What follows belongs to an exercise in optimizing a design on an open flow for small area, a short achievable clock period and few clock cycles per item; a production flow would make more cautious choices.
Function was checked by simulation only, so behaviour that the tests miss may differ from the original.

==> flow/design.v (outline; a module is shown in full before it is edited, if it fits) <==
// module epoch_seconds_to_civil_date_top: 2381 lines
module epoch_seconds_to_civil_date_top (
	input  logic                                clk,
	input  logic                                arst_n,
	input  logic                                in_valid,
	output logic                                in_ready,
	input  logic signed [e2cd_pkg::SECS_W-1:0]  unix_seconds,
	output logic                                out_valid,
	input  logic                                out_ready,
	output logic signed [e2cd_pkg::YEAR_W-1:0]  year,
	output logic [e2cd_pkg::MONTH_W-1:0]        month,
	output logic [e2cd_pkg::DOM_W-1:0]          day_of_month,
	output logic [e2cd_pkg::WDAY_W-1:0]         weekday
);
  // ...
==> flow/run.sh <==
#!/bin/bash
# synth_recipe.tcl (not shown) runs the flow's synth.tcl, then flattens the netlist and writes it again
# the make line also repeats each setting of config.mk as NAME=value (left out here)
make -C /OpenROAD-flow-scripts/flow DESIGN_CONFIG=/design/flow/config.mk WORK_HOME=/design/flow/orfs CLKGATE_MAP_FILE= SYNTH_SCRIPT=/design/flow/synth_recipe.tcl finish
==> flow/config.mk <==
export PLATFORM = sky130hd
export DESIGN_NAME = epoch_seconds_to_civil_date_top
export DESIGN_NICKNAME = epoch_seconds_to_civil_date_top
export VERILOG_FILES = /design/flow/design.v
export SDC_FILE = /design/flow/constraint.sdc
export NUM_CORES = 4
export LEC_CHECK = 0
export ABC_AREA = 1
export CAP_MARGIN = 20
export CORE_MARGIN = 2
export CORE_UTILIZATION = 45
export SETUP_SLACK_MARGIN = 4.4
export SLEW_MARGIN = 20
==> flow/constraint.sdc <==
create_clock -name core_clock -period 8.5 [get_ports {clk}]
set_input_delay 1.7000 -clock core_clock [delete_from_list [all_inputs] [get_ports {clk}]]
set_output_delay 1.7000 -clock core_clock [all_outputs]
set_load 0.01 [all_outputs]
==> impl_results.md, run 1 <==
- Post-synth top cells: sky130_fd_sc_hd__inv_1, sky130_fd_sc_hd__fa_1, sky130_fd_sc_hd__nand2_1
- Max transition margin: 0.351
- Number of levels in the clock H-tree: 2
- Run status: finished clean
- Post-route standard cell area excluding fillers: 34400 um^2
- Clock transition at the registers of the reported paths: 60 ps
- Final setup violating endpoints: 0
- Worst setup path category: flop to flop
- Area of the placeable core: 60100 um^2
- Library cell with the highest instance count after synthesis: sky130_fd_sc_hd__inv_1
- CP Launch Type: flop
- Number of port buffers: 82
- Post-route core utilization: 0.572
- Family with the most delay on the worst path: adder cells
- Worst Skew: 25.6 ps
- Arrival @ worst endpoint: 5170 ps
- Area fraction in compound gates after synthesis: 0.0723
- Largest net degree at the start of global routing: 80
- Register area: 7480 um^2
- Final net count: 3793
- Most Used Layer, Global Route: met2
- Number of antenna violations at the first check in global routing: 0
- Cell Area, Placed: 29500 um^2
- Count of cell types in the netlist: 54
Testbench counts, summed over its fixed seeds: cycles 32,048, items 32,000.
==> inputs of run 2 (changes only) <==
--- a/flow/config.mk
+++ b/flow/config.mk
@@ -9,5 +9,5 @@
 export CAP_MARGIN = 20
 export CORE_MARGIN = 2
 export CORE_UTILIZATION = 45
-export SETUP_SLACK_MARGIN = 4.4
+export SETUP_SLACK_MARGIN = 3.8
 export SLEW_MARGIN = 20
==> impl_results.md, run 2 <==
- Post-Synthesis Cells: 2696 (unchanged)
- Cts-stage hold buffer count: 0 (unchanged)
- Synthesized netlist net count: 3432 (unchanged)
- Most common cell after layout, fill and taps aside: sky130_fd_sc_hd__inv_1 (unchanged)
- CP Launch Type: flop (unchanged)
- Number of levels in the clock H-tree: 1 (was 2)
- Number of max-cap violations: 0 (unchanged)
- Pre-Repair DR Iteration Count: 7 (was 5)
- Final Hold Viols: 0 (unchanged)
- Run status: finished clean (unchanged)
- Transition time at the pin with the least slew margin: 996 ps (was 974 ps)
- Antenna diodes: 0 (unchanged)
- Total GRT Usage: 0.200 (was 0.214)
- Area of the placeable core: 60100 um^2 (unchanged)
- Final setup violating endpoints: 0 (unchanged)
- Average size of a mapped cell: 10.1 um^2 (unchanged)
- Endpoint of the worst register-to-register path: out_q[7] (unchanged)
- Total via count after detailed routing: 19.0k (was 19.3k)
- Clock network latency to the later pin of the worst-skew pair: 600 ps (was 550 ps)
- Die height: 250 um (unchanged)
- Number of synthesized register bits: 250 (unchanged)
- Primary FF master, synth: sky130_fd_sc_hd__edfxtp_1 (unchanged)
- Worst min-delay path category: flop to flop (unchanged)
- Fill cell count: 5246 (was 5150)
- Top register by number of flip-flops: s_0 (unchanged)
- Post-synth EDFFs: 244 (unchanged)
- Data required time at the worst endpoint: 8830 ps (was 8780 ps)
- Critical path capture point type: flop (unchanged)
- FFs w/ async S/R, synth: 0.0240 (unchanged)
- Yosys synthesis warning count: 1 (unchanged)
- Max Buffers Root-to-Sink: 3 (unchanged)
- Biggest registers after layout: s_0 x41, out_q x36 (unchanged)
- Highest cell delay on the worst timing path: 510 ps (was 530 ps)
- Area Overhead vs Synth: 21.4% (was 26.0%)
- Minimum period implied by the final worst setup slack: 4820 ps (was 4890 ps)
- Count of unresolved DRC violations after routing: 0 (unchanged)
- Post-synthesis cell area: 27300 um^2 (unchanged)
- Routed wire length per instance: 16.6 um (was 17.2 um)
- Horiz. Die Dim: 250 um (unchanged)
- Post-synth top cells: sky130_fd_sc_hd__inv_1, sky130_fd_sc_hd__fa_1, sky130_fd_sc_hd__nand2_1 (unchanged)
- Most area-hungry cell type in the Yosys netlist: sky130_fd_sc_hd__fa_1 (unchanged)
- CP max FO: 6 (was 7)
- Root buf cell: sky130_fd_sc_hd__clkbuf_16 (unchanged)
- Worst Skew: 26.9 ps (was 25.6 ps)
- Cells taking the most area after synthesis: sky130_fd_sc_hd__fa_1, sky130_fd_sc_hd__edfxtp_1, sky130_fd_sc_hd__ha_1 (unchanged)
- Share of the synthesized area in the top cell type: 0.287 (unchanged)
- Cells on Worst Hold Path: 0 (unchanged)
- Max Fclk: 207 MHz (was 204 MHz)
- Slack of the worst reg-to-reg path: 3680 ps (was 3610 ps)
- Startpoint of the most critical hold path: s_0[3] (was s_0[18])
- Commonest non-fill, non-tap cells in the layout: sky130_fd_sc_hd__inv_1, sky130_fd_sc_hd__fa_1, sky130_fd_sc_hd__nand2_1, sky130_fd_sc_hd__ha_1, sky130_fd_sc_hd__edfxtp_1 (was sky130_fd_sc_hd__inv_1, sky130_fd_sc_hd__fa_1, sky130_fd_sc_hd__nand2_1, sky130_fd_sc_hd__edfxtp_1, sky130_fd_sc_hd__ha_1)
- Total number of clock tree sinks: 250 (unchanged)
- Worst setup path category: flop to flop (unchanged)
- Final RePlAce weighted congestion: 0.905 (was 0.918)
- Final net count: 3743 (was 3793)
- Floorplan die area: 62700 um^2 (unchanged)
- Slew Limit Fails: 0 (unchanged)
- Post-Layout Cell Count: 3812 (was 3859)
- Final period utilization: 0.567 (was 0.576)
- First-iteration detailed-routing DRC count: 859 (was 819)
- Via density per instance: 4.98 (was 5.00)
- Number of flip-flops under the largest register name: 41 (unchanged)
- Total placed cells including tap cells: 3557 (unchanged)
- Count of cell types in the netlist: 54 (unchanged)
- Max transition margin: 0.336 (was 0.351)
- Number of global-route vias before repair: 19.7k (was 20.9k)
- Worst Hold Path EP: ulo_1[3] (was ulo_1[18])
- Number of port buffers: 82 (unchanged)
- Setup repair after global routing missed its margin: yes (unchanged)
- Number of buffers and inverters on the critical path: 3 (was 5)
- Remaining global-route overflow: 0 (unchanged)
- Register-to-Register Path Depth: 27 (was 28)
- Wire length of the first global-routing pass: 101 mm (was 106 mm)
- Arrival @ worst endpoint: 5150 ps (was 5170 ps)
- Total number of placement rows: 90 (unchanged)
- Post-synthesis sequential area ratio: 0.274 (unchanged)
- Clock tree from TritonCTS: yes (unchanged)
- Antenna Violating Nets Remaining: 0 (unchanged)
- Accumulated negative setup slack: 0 ps (unchanged)
- Initial Utilization: 0.454 (unchanged)
- Library cell with the highest instance count after synthesis: sky130_fd_sc_hd__inv_1 (unchanged)
- Ratio of cells with drive above 1 in the final layout: 0.173 (was 0.227)
- Total routed wirelength: 63.1 mm (was 66.3 mm)
- Detailed Place HPWL: 49.8 mm (was 50.1 mm)
- Number of antenna violations at the first check in global routing: 0 (unchanged)
- Cell with the largest stage delay on the worst path: sky130_fd_sc_hd__edfxtp_1 (was sky130_fd_sc_hd__fa_1)
- Clock transition at the registers of the reported paths: 60 ps (about the same)
- RR Startpoint: yc_4[2] (unchanged)
- Family with the most delay on the worst path: adder cells (unchanged)
- Count of pins on the block boundary: 90 (unchanged)
- Inserted Clock Buffers: 30 (was 34)
- Largest net degree at the start of global routing: 81 (was 80)
[run 2: cell counts after synthesis]
No cell type changed its count.
[run 2: logic make-up (layout without fill, tap and decap cells)]
| group | Yosys count | count (layout) | share of synthesized area |
|---|---|---|---|
| buf+inv | 704 | 1037 | 0.0969 |
| compound gates | 345 | 345 | 0.0723 |
| xor+xnor | 143 | 143 | 0.0461 |
| flops | 250 | 250 | 0.274 |
| fa+ha+maj | 684 | 684 | 0.421 |
| simple gates | 570 | 571 | 0.0897 |
[run 2: timing repair]
action / in CTS / in global routing
cloned: 1 / 0
setup buffers: 99 / 100
pin swaps: 47 / 118
endpoints found under the setup margin: 52 / 47
endpoints found under the hold margin: 0 / 0
resized for setup: 115 / 204
[run 2: worst max path at each step]
stage                   from        to  slack (ps)  cells past startpoint
floorplan            yc_4[2]  out_q[7]        3820                     28
global placement    cen_3[0]   yc_4[2]        2960                     18
detailed placement  cen_3[0]   yc_4[2]        2940                     18
CTS                  yc_4[2]  out_q[7]        3710                     28
global route         yc_4[2]  out_q[7]        3450                     31
finish               yc_4[2]  out_q[7]        3680                     27
[run 2: final cells by class]
cell class | count | area [um^2] | area share
inverter | 698 | 2680 | 0.0809
multi-input combinational | 1743 | 18500 | 0.558
timing repair buffer | 284 | 2420 | 0.0730
clock inverter | 22 | 339 | 0.0102
clock buffer | 33 | 762 | 0.0230
tap | 782 | 978 | 0.0295
sequential | 250 | 7480 | 0.226
[run 2: worst reg2reg max path: cells and delay by family, from the launching register on]
| kind | cells | cell delay (ps) |
|---|---|---|
| AOI/OAI and AO/OA | 2 | 230 |
| and+or+nand+nor | 13 | 1180 |
| xor gates and xnor gates | 3 | 460 |
| DFF | 1 | 510 |
| adders and majority gates | 6 | 1970 |
| buffers and inverters | 3 | 200 |
[run 2: through the flow]
| step | instance area, um^2 | setup slack [ps] | hold WS (ps) | util |
|---|---|---|---|---|
| floorplan | 27300 | 3820 | 400 | - |
| global placement | 29100 | 2960 | 400 | 0.484 |
| detailed placement | 29100 | 2940 | 405 | 0.484 |
| CTS | 31500 | 3710 | 413 | 0.523 |
| global route | 33200 | 3450 | 421 | 0.551 |
| finish | 33200 | 3680 | 416 | 0.551 |
[run 2: per-layer routing]
metal / wire length (um) / vias to the layer above / track usage / share of wire
met5: 0 / - / 0 / 0
met4: 2270 / 0 / 0.0640 / 0.036
met3: 1960 / 124 / 0.0181 / 0.031
met2: 32600 / 378 / 0.369 / 0.52
met1: 26300 / 9320 / 0.248 / 0.42
li1: - / 9163 / - / -
==> inputs of run 3 (changes only) <==
--- a/flow/config.mk
+++ b/flow/config.mk
@@ -9,5 +9,5 @@
 export CAP_MARGIN = 20
 export CORE_MARGIN = 2
 export CORE_UTILIZATION = 45
-export SETUP_SLACK_MARGIN = 3.8
+export SETUP_SLACK_MARGIN = 3.4
 export SLEW_MARGIN = 20
==> impl_results.md, run 3 <==
- Final Hold Viols: 0 (unchanged)
- Count of pins on the block boundary: 90 (unchanged)
- Most common cell after layout, fill and taps aside: sky130_fd_sc_hd__inv_1 (unchanged)
- Met2 track demand over resource in global routing: 0.366 (was 0.369)
- Area of the placeable core: 60100 um^2 (unchanged)
- Number of port buffers: 82 (unchanged)
- Library cell with the highest instance count after synthesis: sky130_fd_sc_hd__inv_1 (unchanged)
- Highest cell delay on the worst timing path: 550 ps (was 510 ps)
- Via density per instance: 4.95 (was 4.98)
- Largest net degree at the start of global routing: 80 (was 81)
- Ratio of cells with drive above 1 in the final layout: 0.0804 (was 0.173)
- Die height: 250 um (unchanged)
- Total number of placement rows: 90 (unchanged)
- Post-synthesis cell area: 27300 um^2 (unchanged)
- FFs w/ async S/R, synth: 0.0240 (unchanged)
- Commonest non-fill, non-tap cells in the layout: sky130_fd_sc_hd__inv_1, sky130_fd_sc_hd__fa_1, sky130_fd_sc_hd__nand2_1, sky130_fd_sc_hd__ha_1, sky130_fd_sc_hd__edfxtp_1 (unchanged)
- Biggest registers after layout: s_0 x41, out_q x36 (unchanged)
- Root buf cell: sky130_fd_sc_hd__clkbuf_16 (unchanged)
- Register area: 7480 um^2 (unchanged)
- Number of buffers and inverters on the critical path: 3 (unchanged)
- Pre-Repair DR Iteration Count: 6 (was 7)
- Critical path, cell by cell: clkinvlp_4, fa_1, fa_1, inv_1, fa_1, fa_1, ha_1, a21oi_1, o21ai_0, a21oi_1, o21ai_0, nand3_1, o21bai_1, a21oi_2, inv_1, a21oi_1, xnor2_1
- Slew Limit Fails: 0 (unchanged)
- Critical path capture point type: flop (unchanged)
- Antenna diodes: 0 (unchanged)
- Wire length of the first global-routing pass: 99.0 mm (was 101 mm)
- Worst min-delay path category: flop to flop (unchanged)
- Clock transition at the registers of the reported paths: 60 ps (about the same)
- Final RePlAce weighted congestion: 0.915 (was 0.905)
- Top register by number of flip-flops: s_0 (unchanged)
- Data required time at the worst endpoint: 8820 ps (was 8830 ps)
- Worst Skew: 34.2 ps (was 26.9 ps)
- Number of levels in the clock H-tree: 1 (unchanged)
- First-iteration detailed-routing DRC count: 832 (was 859)
- Average size of a mapped cell: 10.1 um^2 (unchanged)
- Most Used Layer, Global Route: met2 (unchanged)
- Cell Area, Placed: 29100 um^2 (about the same)
- Number of global-route vias before repair: 19.5k (was 19.7k)
- Detailed Place HPWL: 50.1 mm (was 49.8 mm)
- Clock network latency to the later pin of the worst-skew pair: 600 ps (about the same)
- Primary FF master, synth: sky130_fd_sc_hd__edfxtp_1 (unchanged)
- Most area-hungry cell type in the Yosys netlist: sky130_fd_sc_hd__fa_1 (unchanged)
- Total via count after detailed routing: 18.2k (was 19.0k)
- CP Launch Type: flop (unchanged)
- Count of cell types in the netlist: 54 (unchanged)
- Total number of clock tree sinks: 250 (unchanged)
- Yosys synthesis warning count: 1 (unchanged)
- Count of unresolved DRC violations after routing: 0 (unchanged)
- Synthesized netlist net count: 3432 (unchanged)
- Final period utilization: 0.577 (was 0.567)
- Antenna Violating Nets Remaining: 0 (unchanged)
- Max Buffers Root-to-Sink: 3 (unchanged)
- Cell with the largest stage delay on the worst path: sky130_fd_sc_hd__fa_1 (was sky130_fd_sc_hd__edfxtp_1)
- Final worst slack: 3590 ps (was 3680 ps)
- Met1 routing resource usage after global routing: 0.245 (was 0.248)
- Initial Utilization: 0.454 (unchanged)
- Final setup violating endpoints: 0 (unchanged)
- Setup repair after global routing missed its margin: yes (unchanged)
- Post-route standard cell area excluding fillers: 31000 um^2 (was 33200 um^2)
- Share of the synthesized area in the top cell type: 0.287 (unchanged)
- Horiz. Die Dim: 250 um (unchanged)
- Run status: finished clean (unchanged)
- Total routed wirelength: 60.5 mm (was 63.1 mm)
- Area occupied by multi-input gates: 17500 um^2 (was 18500 um^2)
- Fill cell count: 5572 (was 5246)
- Cts-stage hold buffer count: 0 (unchanged)
- Arrival @ worst endpoint: 5230 ps (was 5150 ps)
- CP max FO: 8 (was 6)
- Number of flip-flops under the largest register name: 41 (unchanged)
- Worst setup slack after placement: 2850 ps (was 2940 ps)
- Minimum period implied by the final worst setup slack: 4910 ps (was 4820 ps)
- Total GRT Usage: 0.197 (was 0.200)
- Post-synthesis sequential area ratio: 0.274 (unchanged)
- Family with the most delay on the worst path: adder cells (unchanged)
- Inserted Clock Buffers: 30 (unchanged)
- Max transition margin: 0.352 (was 0.336)
- Number of antenna violations at the first check in global routing: 0 (unchanged)
- Post-Synthesis Cells: 2696 (unchanged)
- Fraction of met3 tracks used by global routing: 0.0195 (was 0.0181)
- Number of max-cap violations: 0 (unchanged)
- Max Fclk: 204 MHz (was 207 MHz)
- Remaining global-route overflow: 0 (unchanged)
- Accumulated negative setup slack: 0 ps (unchanged)
- Final net count: 3611 (was 3743)
- Cells taking the most area after synthesis: sky130_fd_sc_hd__fa_1, sky130_fd_sc_hd__edfxtp_1, sky130_fd_sc_hd__ha_1 (unchanged)
- Routed wire length per instance: 16.4 um (was 16.6 um)
- Worst setup path category: flop to flop (unchanged)
- Post-synth top cells: sky130_fd_sc_hd__inv_1, sky130_fd_sc_hd__fa_1, sky130_fd_sc_hd__nand2_1 (unchanged)
- Number of synthesized register bits: 250 (unchanged)
- Clock tree from TritonCTS: yes (unchanged)
- Transition time at the pin with the least slew margin: 972 ps (was 996 ps)
- Floorplan die area: 62700 um^2 (unchanged)
- Post-synth EDFFs: 244 (unchanged)
- Area Overhead vs Synth: 13.5% (was 21.4%)
- Critical Path Most Common Cell: sky130_fd_sc_hd__fa_1
==> run 3: layer usage <==
layer / wire length (um) / vias up / part of all wire
met2: 31600 / 314 / 0.52
met5: 0 / - / 0
met1: 25600 / 8914 / 0.42
met4: 1450 / 0 / 0.024
met3: 1870 / 90 / 0.031
li1: - / 8910 / -
==> run 3: path summary, 6_finish.rpt <==
path                         start  endpoint  slack [ps]  depth (start not counted)
setup / recovery           r_2[27]    n_3[8]        3590                         17
hold / removal              s_0[0]  ulo_1[0]         420                          0
setup reg to reg           r_2[27]    n_3[8]        3590                         17
hold reg to reg             s_0[0]  ulo_1[0]         420                          0
max in group asynchronous   arst_n  vld_q[0]        6960                          1
min in group asynchronous   arst_n      ov_q        1330                          1
==> run 3: cell type report <==
class | instances | area share
Multi-Input combinational cell | 1742 | 0.565
Sequential cell | 250 | 0.241
Inverter | 698 | 0.0855
Timing Repair Buffer | 153 | 0.0438
Tap cell | 782 | 0.0316
Clock buffer | 32 | 0.0245
Clock inverter | 24 | 0.00848
==> run 3: metrics by stage <==
stage          hold WS (ps)  utilization  instances
2_1_floorplan           400            -       2696
3_3_place_gp            401        0.484       3557
3_5_place_dp            405        0.484       3557
4_1_cts                 419        0.505       3635
5_1_grt                 422        0.516       3681
6_report                417        0.516       3681
==> run 3: logic make-up (layout without fill, tap and decap cells) <==
kind of cell | count (synthesis) | count (layout) | share of synthesized area
AOI/OAI and AO/OA | 345 | 345 | 0.0723
DFF | 250 | 250 | 0.274
buffers and inverters | 704 | 907 | 0.0969
and+or+nand+nor | 570 | 570 | 0.0897
xor gates and xnor gates | 143 | 143 | 0.0461
adders and majority gates | 684 | 684 | 0.421
==> run 3: worst reg2reg max path: stages (launching register included) <==
cell	delay (ps)
sky130_fd_sc_hd__edfxtp_1	420
sky130_fd_sc_hd__clkinvlp_4	280
sky130_fd_sc_hd__fa_1	500
sky130_fd_sc_hd__fa_1	550
sky130_fd_sc_hd__inv_1	50
sky130_fd_sc_hd__fa_1	540
sky130_fd_sc_hd__fa_1	440
sky130_fd_sc_hd__ha_1	340
sky130_fd_sc_hd__a21oi_1	320
sky130_fd_sc_hd__o21ai_0	150
sky130_fd_sc_hd__a21oi_1	130
sky130_fd_sc_hd__o21ai_0	150
sky130_fd_sc_hd__nand3_1	110
sky130_fd_sc_hd__o21bai_1	110
sky130_fd_sc_hd__a21oi_2	230
sky130_fd_sc_hd__inv_1	70
sky130_fd_sc_hd__a21oi_1	160
sky130_fd_sc_hd__xnor2_1	90
==> run 3: repair_timing <==
action | in CTS | in global routing
cloned | 0 | 0
buffers inserted | 22 | 46
gates resized for setup | 15 | 66
pin swaps | 2 | 24
setup endpoints to repair | 33 | 32
==> inputs of run 4 (changes only) <==
--- a/flow/config.mk
+++ b/flow/config.mk
@@ -9,5 +9,5 @@
 export CAP_MARGIN = 20
 export CORE_MARGIN = 2
 export CORE_UTILIZATION = 45
-export SETUP_SLACK_MARGIN = 3.4
+export SETUP_SLACK_MARGIN = 3.6
 export SLEW_MARGIN = 20
==> impl_results.md, run 4 <==
- Initial Utilization: 0.454 (unchanged)
- Library cell with the highest instance count after synthesis: sky130_fd_sc_hd__inv_1 (unchanged)
- Inserted Clock Buffers: 30 (unchanged)
- CP Launch Type: flop (unchanged)
- Critical path capture point type: flop (unchanged)
- Post-synth EDFFs: 244 (unchanged)
- Number of max-cap violations: 0 (unchanged)
- Area of the placeable core: 60100 um^2 (unchanged)
- Largest net degree at the start of global routing: 80 (unchanged)
- Transition time at the pin with the least slew margin: 978 ps (was 972 ps)
- Synthesized netlist net count: 3432 (unchanged)
- Minimum period implied by the final worst setup slack: 4840 ps (was 4910 ps)
- Post-route standard cell area excluding fillers: 31800 um^2 (was 31000 um^2)
- Number of levels in the clock H-tree: 1 (unchanged)
- Post-synth top cells: sky130_fd_sc_hd__inv_1, sky130_fd_sc_hd__fa_1, sky130_fd_sc_hd__nand2_1 (unchanged)
- Max transition margin: 0.348 (was 0.352)
- Clock network latency to the later pin of the worst-skew pair: 600 ps (about the same)
- Worst Skew: 31.1 ps (was 34.2 ps)
- Die height: 250 um (unchanged)
- Slew Limit Fails: 0 (unchanged)
- Run status: finished clean (unchanged)
- Most area-hungry cell type in the Yosys netlist: sky130_fd_sc_hd__fa_1 (unchanged)
- Cells taking the most area after synthesis: sky130_fd_sc_hd__fa_1, sky130_fd_sc_hd__edfxtp_1, sky130_fd_sc_hd__ha_1 (unchanged)
- Share of the synthesized area in the top cell type: 0.287 (unchanged)
- Most common cell after layout, fill and taps aside: sky130_fd_sc_hd__inv_1 (unchanged)
- Fill cell count: 5454 (was 5572)
- Final RePlAce weighted congestion: 0.915 (unchanged)
- Total via count after detailed routing: 18.6k (was 18.2k)
- Arrival @ worst endpoint: 5160 ps (was 5230 ps)
- Commonest non-fill, non-tap cells in the layout: sky130_fd_sc_hd__inv_1, sky130_fd_sc_hd__fa_1, sky130_fd_sc_hd__nand2_1, sky130_fd_sc_hd__ha_1, sky130_fd_sc_hd__edfxtp_1 (unchanged)
- Total number of clock tree sinks: 250 (unchanged)
- Yosys synthesis warning count: 1 (unchanged)
- Max Buffers Root-to-Sink: 3 (unchanged)
- Count of pins on the block boundary: 90 (unchanged)
- Biggest registers after layout: s_0 x41, out_q x36 (unchanged)
- Number of flip-flops under the largest register name: 41 (unchanged)
- Total GRT Usage: 0.198 (was 0.197)
- Data required time at the worst endpoint: 8820 ps (about the same)
- Post-synthesis sequential area ratio: 0.274 (unchanged)
- Final Hold Viols: 0 (unchanged)
- FFs w/ async S/R, synth: 0.0240 (unchanged)
- CP max FO: 5 (was 8)
- Primary FF master, synth: sky130_fd_sc_hd__edfxtp_1 (unchanged)
- Cell Area, Placed: 29100 um^2 (unchanged)
- Post-synthesis cell area: 27300 um^2 (unchanged)
- Register area: 7480 um^2 (unchanged)
- Ratio of cells with drive above 1 in the final layout: 0.119 (was 0.0804)
- Worst min-delay path category: flop to flop (unchanged)
- Top register by number of flip-flops: s_0 (unchanged)
- Detailed Place HPWL: 50.1 mm (unchanged)
- Clock transition at the registers of the reported paths: 60 ps (about the same)
- Routed wire length per instance: 16.5 um (was 16.4 um)
- Setup repair after global routing missed its margin: yes (unchanged)
- Pre-Repair DR Iteration Count: 5 (was 6)
- Antenna diodes: 0 (unchanged)
- Via density per instance: 4.98 (was 4.95)
- Number of port buffers: 82 (unchanged)
- Count of cell types in the netlist: 54 (unchanged)
- Average size of a mapped cell: 10.1 um^2 (unchanged)
- Cts-stage hold buffer count: 0 (unchanged)
- Final period utilization: 0.569 (was 0.577)
- Wire length of the first global-routing pass: 99.7 mm (was 99.0 mm)
- Number of global-route vias before repair: 19.7k (was 19.5k)
- Accumulated negative setup slack: 0 ps (unchanged)
- Final setup violating endpoints: 0 (unchanged)
- Remaining global-route overflow: 0 (unchanged)
- Horiz. Die Dim: 250 um (unchanged)
- Post-Synthesis Cells: 2696 (unchanged)
- Root buf cell: sky130_fd_sc_hd__clkbuf_16 (unchanged)
- Final net count: 3659 (was 3611)
- Antenna Violating Nets Remaining: 0 (unchanged)
- Max Fclk: 207 MHz (was 204 MHz)
- First-iteration detailed-routing DRC count: 869 (was 832)
- Floorplan die area: 62700 um^2 (unchanged)
- Clock tree from TritonCTS: yes (unchanged)
- Number of synthesized register bits: 250 (unchanged)
- Area occupied by multi-input gates: 17900 um^2 (was 17500 um^2)
- Number of antenna violations at the first check in global routing: 0 (unchanged)
- Total routed wirelength: 61.7 mm (was 60.5 mm)
- Worst setup path category: flop to flop (unchanged)
- Area Overhead vs Synth: 16.6% (was 13.5%)
- Count of unresolved DRC violations after routing: 0 (unchanged)
- Slack of the worst reg-to-reg path: 3660 ps (was 3590 ps)
- Total number of placement rows: 90 (unchanged)
run 4: cell types whose count changed in the layout (fill, tap and decap cells not counted), sizes merged:
cell,delta
inv,-7
clkinvlp,+7
buf,+48
run 4: metrics by stage:
stage | setup WS (ps) | hold WS (ps) | cells | util
after floorplan | 3740 | 400 | 2696 | -
after global placement | 2920 | 401 | 3557 | 0.484
after detailed placement | 2850 | 405 | 3557 | 0.484
after CTS | 3540 | 419 | 3660 | 0.511
after global routing | 3460 | 422 | 3729 | 0.529
final | 3660 | 417 | 3729 | 0.529
run 4: path summary, 6_finish.rpt:
path,start,to,depth (start not counted)
worst max-delay path,yc_4[3],out_q[7],26
worst max register to register,yc_4[3],out_q[7],26
worst min-delay path,s_0[0],ulo_1[0],0
worst min register to register,s_0[0],ulo_1[0],0
max in group asynchronous,arst_n,vld_q[0],1
min in group asynchronous,arst_n,ov_q,1
run 4: per-layer routing:
layer  vias to the layer above  part of all wire  track usage
li1                       9008                 -            -
met1                      9086              0.42        0.246
met5                         -                 0            0
met3                       105             0.033       0.0196
met4                         0             0.031       0.0532
met2                       368              0.52        0.367
run 4: kinds of logic after synthesis:
family,count (synthesis),synth area share
compound gates,345,0.0723
flops,250,0.274
simple gates,570,0.0897
buf+inv,704,0.0969
fa+ha+maj,684,0.421
xor+xnor,143,0.0461
run 4: repair_timing:
item,4_1_cts,5_1_grt
endpoints found under the setup margin,44,40
gates resized for setup,46,140
pin swaps,8,63
buffers inserted,47,69
run 4: area by class of cell:
cell class | count | share of cell area
well taps | 782 | 0.0307
multi-input cells | 1742 | 0.563
inverters | 698 | 0.0843
repair buffers | 201 | 0.0545
flip-flops and latches | 250 | 0.235
clock buffers | 32 | 0.0238
clock inverters | 24 | 0.00825
run 4: worst max-delay path, cell delays in order (launching register included):
cell and delay (ps):
sky130_fd_sc_hd__edfxtp_1 470, sky130_fd_sc_hd__fa_1 550, sky130_fd_sc_hd__inv_2 50, sky130_fd_sc_hd__ha_4 250, sky130_fd_sc_hd__inv_2 30, sky130_fd_sc_hd__fa_1 590
sky130_fd_sc_hd__ha_4 250, sky130_fd_sc_hd__nand2_2 80, sky130_fd_sc_hd__nand2_2 60, sky130_fd_sc_hd__nand2_2 90, sky130_fd_sc_hd__nand2_2 50, sky130_fd_sc_hd__a21oi_2 140
sky130_fd_sc_hd__nand3_2 100, sky130_fd_sc_hd__nand2_4 160, sky130_fd_sc_hd__nand2_4 100, sky130_fd_sc_hd__a21oi_4 160, sky130_fd_sc_hd__buf_4 140, sky130_fd_sc_hd__nand2_1 60
sky130_fd_sc_hd__nand2_1 60, sky130_fd_sc_hd__nand2_1 80, sky130_fd_sc_hd__ha_4 230, sky130_fd_sc_hd__ha_1 300, sky130_fd_sc_hd__nand3_2 70, sky130_fd_sc_hd__nand2_2 70
sky130_fd_sc_hd__xnor2_2 130, sky130_fd_sc_hd__xor2_1 160, sky130_fd_sc_hd__xor2_1 140
==> inputs of run 5 (changes only) <==
--- a/flow/config.mk
+++ b/flow/config.mk
@@ -8,6 +8,6 @@
 export ABC_AREA = 1
 export CAP_MARGIN = 20
 export CORE_MARGIN = 2
-export CORE_UTILIZATION = 45
+export CORE_UTILIZATION = 55
 export SETUP_SLACK_MARGIN = 3.6
 export SLEW_MARGIN = 20
==> impl_results.md, run 5 <==
- Run status: finished clean (unchanged)
- Ratio of cells with drive above 1 in the final layout: 0.0956 (was 0.119)
- Worst setup path category: flop to flop (unchanged)
- Max Fclk: 207 MHz (about the same)
- Arrival @ worst endpoint: 5180 ps (was 5160 ps)
- Primary FF master, synth: sky130_fd_sc_hd__edfxtp_1 (unchanged)
- Area fraction in compound gates after synthesis: 0.0723 (unchanged)
- Antenna diodes: 0 (unchanged)
- Biggest registers after layout: s_0 x41, out_q x36 (unchanged)
- Critical path capture point type: flop (unchanged)
- Most common cell after layout, fill and taps aside: sky130_fd_sc_hd__inv_1 (unchanged)
- Dominant combinational cell family by area after synthesis: adder cells (unchanged)
- Antenna Violating Nets Remaining: 0 (unchanged)
- Critical Path Most Common Cell: sky130_fd_sc_hd__inv_1 (was sky130_fd_sc_hd__nand2_2)
- Accumulated negative setup slack: 0 ps (unchanged)
- Data required time at the worst endpoint: 8850 ps (was 8820 ps)
- Wire length of the first global-routing pass: 98.8 mm (was 99.7 mm)
- Post-synth top cells: sky130_fd_sc_hd__inv_1, sky130_fd_sc_hd__fa_1, sky130_fd_sc_hd__nand2_1 (unchanged)
- Pre-Repair DR Iteration Count: 5 (unchanged)
- Area Overhead vs Synth: 14.0% (was 16.6%)
- Number of flip-flops under the largest register name: 41 (unchanged)
- Top register by number of flip-flops: s_0 (unchanged)
- Minimum period implied by the final worst setup slack: 4830 ps (was 4840 ps)
- Final RePlAce weighted congestion: 0.926 (was 0.915)
- Total routed wirelength: 60.7 mm (was 61.7 mm)
- Largest net degree at the start of global routing: 78 (was 80)
- Initial Utilization: 0.558 (was 0.454)
- Final net count: 3619 (was 3659)
- Clock transition at the registers of the reported paths: 60 ps (about the same)
- Die height: 227 um (was 250 um)
- Startpoint of the most critical hold path: q0_2[12] (was s_0[0])
- Worst min-delay path category: flop to flop (unchanged)
- RR Startpoint: yc_4[2] (was yc_4[3])
- Floorplan die area: 51500 um^2 (was 62700 um^2)
- Slew Limit Fails: 0 (unchanged)
- Max transition margin: 0.358 (was 0.348)
- Most area-hungry cell type in the Yosys netlist: sky130_fd_sc_hd__fa_1 (unchanged)
- Worst Skew: 12.1 ps (was 31.1 ps)
- Final setup violating endpoints: 0 (unchanged)
- Transition time at the pin with the least slew margin: 963 ps (was 978 ps)
- Synth Area in Simple Gates: 0.0897 (unchanged)
- Number of synthesized register bits: 250 (unchanged)
- Count of unresolved DRC violations after routing: 0 (unchanged)
- Multiplexer share of the synthesized area: 0 (unchanged)
- Yosys synthesis warning count: 1 (unchanged)
- Detailed Place HPWL: 49.3 mm (was 50.1 mm)
- Number of global-route vias before repair: 19.3k (was 19.7k)
- Average size of a mapped cell: 10.1 um^2 (unchanged)
- Library cell with the highest instance count after synthesis: sky130_fd_sc_hd__inv_1 (unchanged)
- Clock network latency to the later pin of the worst-skew pair: 600 ps (about the same)
- Share of the synthesized area in the top cell type: 0.287 (unchanged)
- First element of the critical path: yc_4[2] (was yc_4[3])
- Total via count after detailed routing: 18.5k (was 18.6k)
- Inserted Clock Buffers: 31 (was 30)
- First-iteration detailed-routing DRC count: 966 (was 869)
- FFs w/ async S/R, synth: 0.0240 (unchanged)
- Commonest non-fill, non-tap cells in the layout: sky130_fd_sc_hd__inv_1, sky130_fd_sc_hd__fa_1, sky130_fd_sc_hd__nand2_1, sky130_fd_sc_hd__ha_1, sky130_fd_sc_hd__edfxtp_1 (unchanged)
- Post-synthesis cell area: 27300 um^2 (unchanged)
- Root buf cell: sky130_fd_sc_hd__clkbuf_16 (unchanged)
- Number of max-cap violations: 0 (unchanged)
- Final period utilization: 0.569 (about the same)
- Post-Synthesis Cells: 2696 (unchanged)
- XOR/XNOR Fraction of Synth Area: 0.0461 (unchanged)
- Total GRT Usage: 0.245 (was 0.198)
- Synthesized netlist net count: 3432 (unchanged)
- Number of levels in the clock H-tree: 1 (unchanged)
- Number of port buffers: 82 (unchanged)
- Post-synth EDFFs: 244 (unchanged)
- Total number of clock tree sinks: 250 (unchanged)
- CP max FO: 6 (was 5)
- Setup repair after global routing missed its margin: yes (unchanged)
- Cell with the largest stage delay on the worst path: sky130_fd_sc_hd__fa_1 (unchanged)
- Arithmetic-cell share of the synthesized area counting full adders, half adders and majority gates: 0.421 (unchanged)
- Clock tree from TritonCTS: yes (unchanged)
- Total number of placement rows: 81 (was 90)
- Count of pins on the block boundary: 90 (unchanged)
- Final Hold Viols: 0 (unchanged)
- Area of the placeable core: 49000 um^2 (was 60100 um^2)
- Highest cell delay on the worst timing path: 590 ps (about the same)
- Cells taking the most area after synthesis: sky130_fd_sc_hd__fa_1, sky130_fd_sc_hd__edfxtp_1, sky130_fd_sc_hd__ha_1 (unchanged)
- Count of cell types in the netlist: 54 (unchanged)
- Number of antenna violations at the first check in global routing: 0 (unchanged)
- Via density per instance: 5.17 (was 4.98)
- Remaining global-route overflow: 0 (unchanged)
- CP Launch Type: flop (unchanged)
- Horiz. Die Dim: 227 um (was 250 um)
- Post-synthesis sequential area ratio: 0.274 (unchanged)
- Post-route core utilization: 0.636 (was 0.529)
- Max Buffers Root-to-Sink: 3 (unchanged)
- Routed wire length per instance: 17.0 um (was 16.5 um)
[run 5: layout make-up]
cell class	count	area, um^2
fill	4042	17800
multi-input combinational	1742	17700
sequential	250	7480
inverter	698	2680
timing repair buffer	160	1410
tap	664	831
clock buffer	32	779
clock inverter	26	267
[run 5: worst max-delay path, delay by kind of cell (launching register included)]
family                   cells  cell delay, ps
buffers and inverters        5             330
AND/OR/NAND/NOR             12            1070
adder cells (fa/ha/maj)      6            2060
AO/OA/AOI/OAI                2             200
XOR/XNOR                     3             450
flip-flops                   1             480
[run 5: final timing paths]
kind | end | cells past startpoint | slack [ps]
max | out_q[7] | 28 | 3670
min | q0_3[12] | 0 | 410
max reg2reg | out_q[7] | 28 | 3670
min reg2reg | q0_3[12] | 0 | 410
max in group asynchronous | vld_q[2] | 1 | 6940
min in group asynchronous | vld_q[4] | 1 | 1340
[run 5: layer usage]
metal / track usage / routed length [um] / up-vias
li1: - / - / 8930
met1: 0.340 / 27300 / 9075
met2: 0.411 / 29400 / 403
met3: 0.0400 / 2970 / 74
met4: 0.0490 / 1110 / 0
met5: 0 / 0 / -
[run 5: repair_timing]
item	4_1_cts	5_1_grt
setup endpoints to repair	45	36
setup buffers	37	38
endpoints found under the hold margin	0	0
pin swaps	7	30
resized for setup	45	85
hold buffers	0	0
[run 5: kinds of logic after synthesis]
kind of cell	Yosys count
buffers and inverters	704
adders and majority gates	684
and+or+nand+nor	570
AOI/OAI and AO/OA	345
DFF	250
xor gates and xnor gates	143
[run 5: metrics by stage]
| stage | std cells | hold slack [ps] | setup WS (ps) | instance area [um^2] |
|---|---|---|---|---|
| 2_1_floorplan | 2696 | 400 | 3740 | 27300 |
| 3_3_place_gp | 3439 | 402 | 2980 | 29000 |
| 3_5_place_dp | 3439 | 405 | 2920 | 29000 |
| 4_1_cts | 3534 | 411 | 3600 | 30500 |
| 5_1_grt | 3572 | 421 | 3430 | 31100 |
| 6_report | 3572 | 414 | 3670 | 31100 |

separate check: timing with driven ports:
No port has a modelled driver above. Below, the same layouts with a new extraction and two added sets of constraints.
Step 1 (the two cells are an assumption about what drives the block):
set clk [get_ports {clk}]
set_driving_cell -lib_cell sky130_fd_sc_hd__clkbuf_16 $clk
set_driving_cell -lib_cell sky130_fd_sc_hd__buf_2 [delete_from_list [all_inputs] $clk]
Step 2 moves the port delays by t, midway between the first and last clock arrival at a register: inputs arrive t later, outputs are due t later. That takes back most of the time a late clock gives input paths.
Three values: no drivers, after step 1, after step 2; two values: the first two.
| run | shift t [ns] | setup slack, ns | worst register clock-pin slew, ns |
|---|---|---|---|
| run 1 | 0.591 | 3.606 / 3.606 / 3.606 | 0.06 / 0.06 |
| run 2 | 0.646 | 3.679 / 3.679 / 3.679 | 0.07 / 0.07 |
| run 3 | 0.643 | 3.592 / 3.574 / 3.574 | 0.07 / 0.07 |
| run 4 | 0.641 | 3.665 / 3.665 / 3.665 | 0.07 / 0.07 |
| run 5 | 0.651 | 3.668 / 3.656 / 3.656 | 0.06 / 0.06 |
After both steps every run listed still meets setup and hold. For run 3, which loses most, drivers alone change the setup slack by -0.018 ns; drivers and shift together by -0.018 ns.
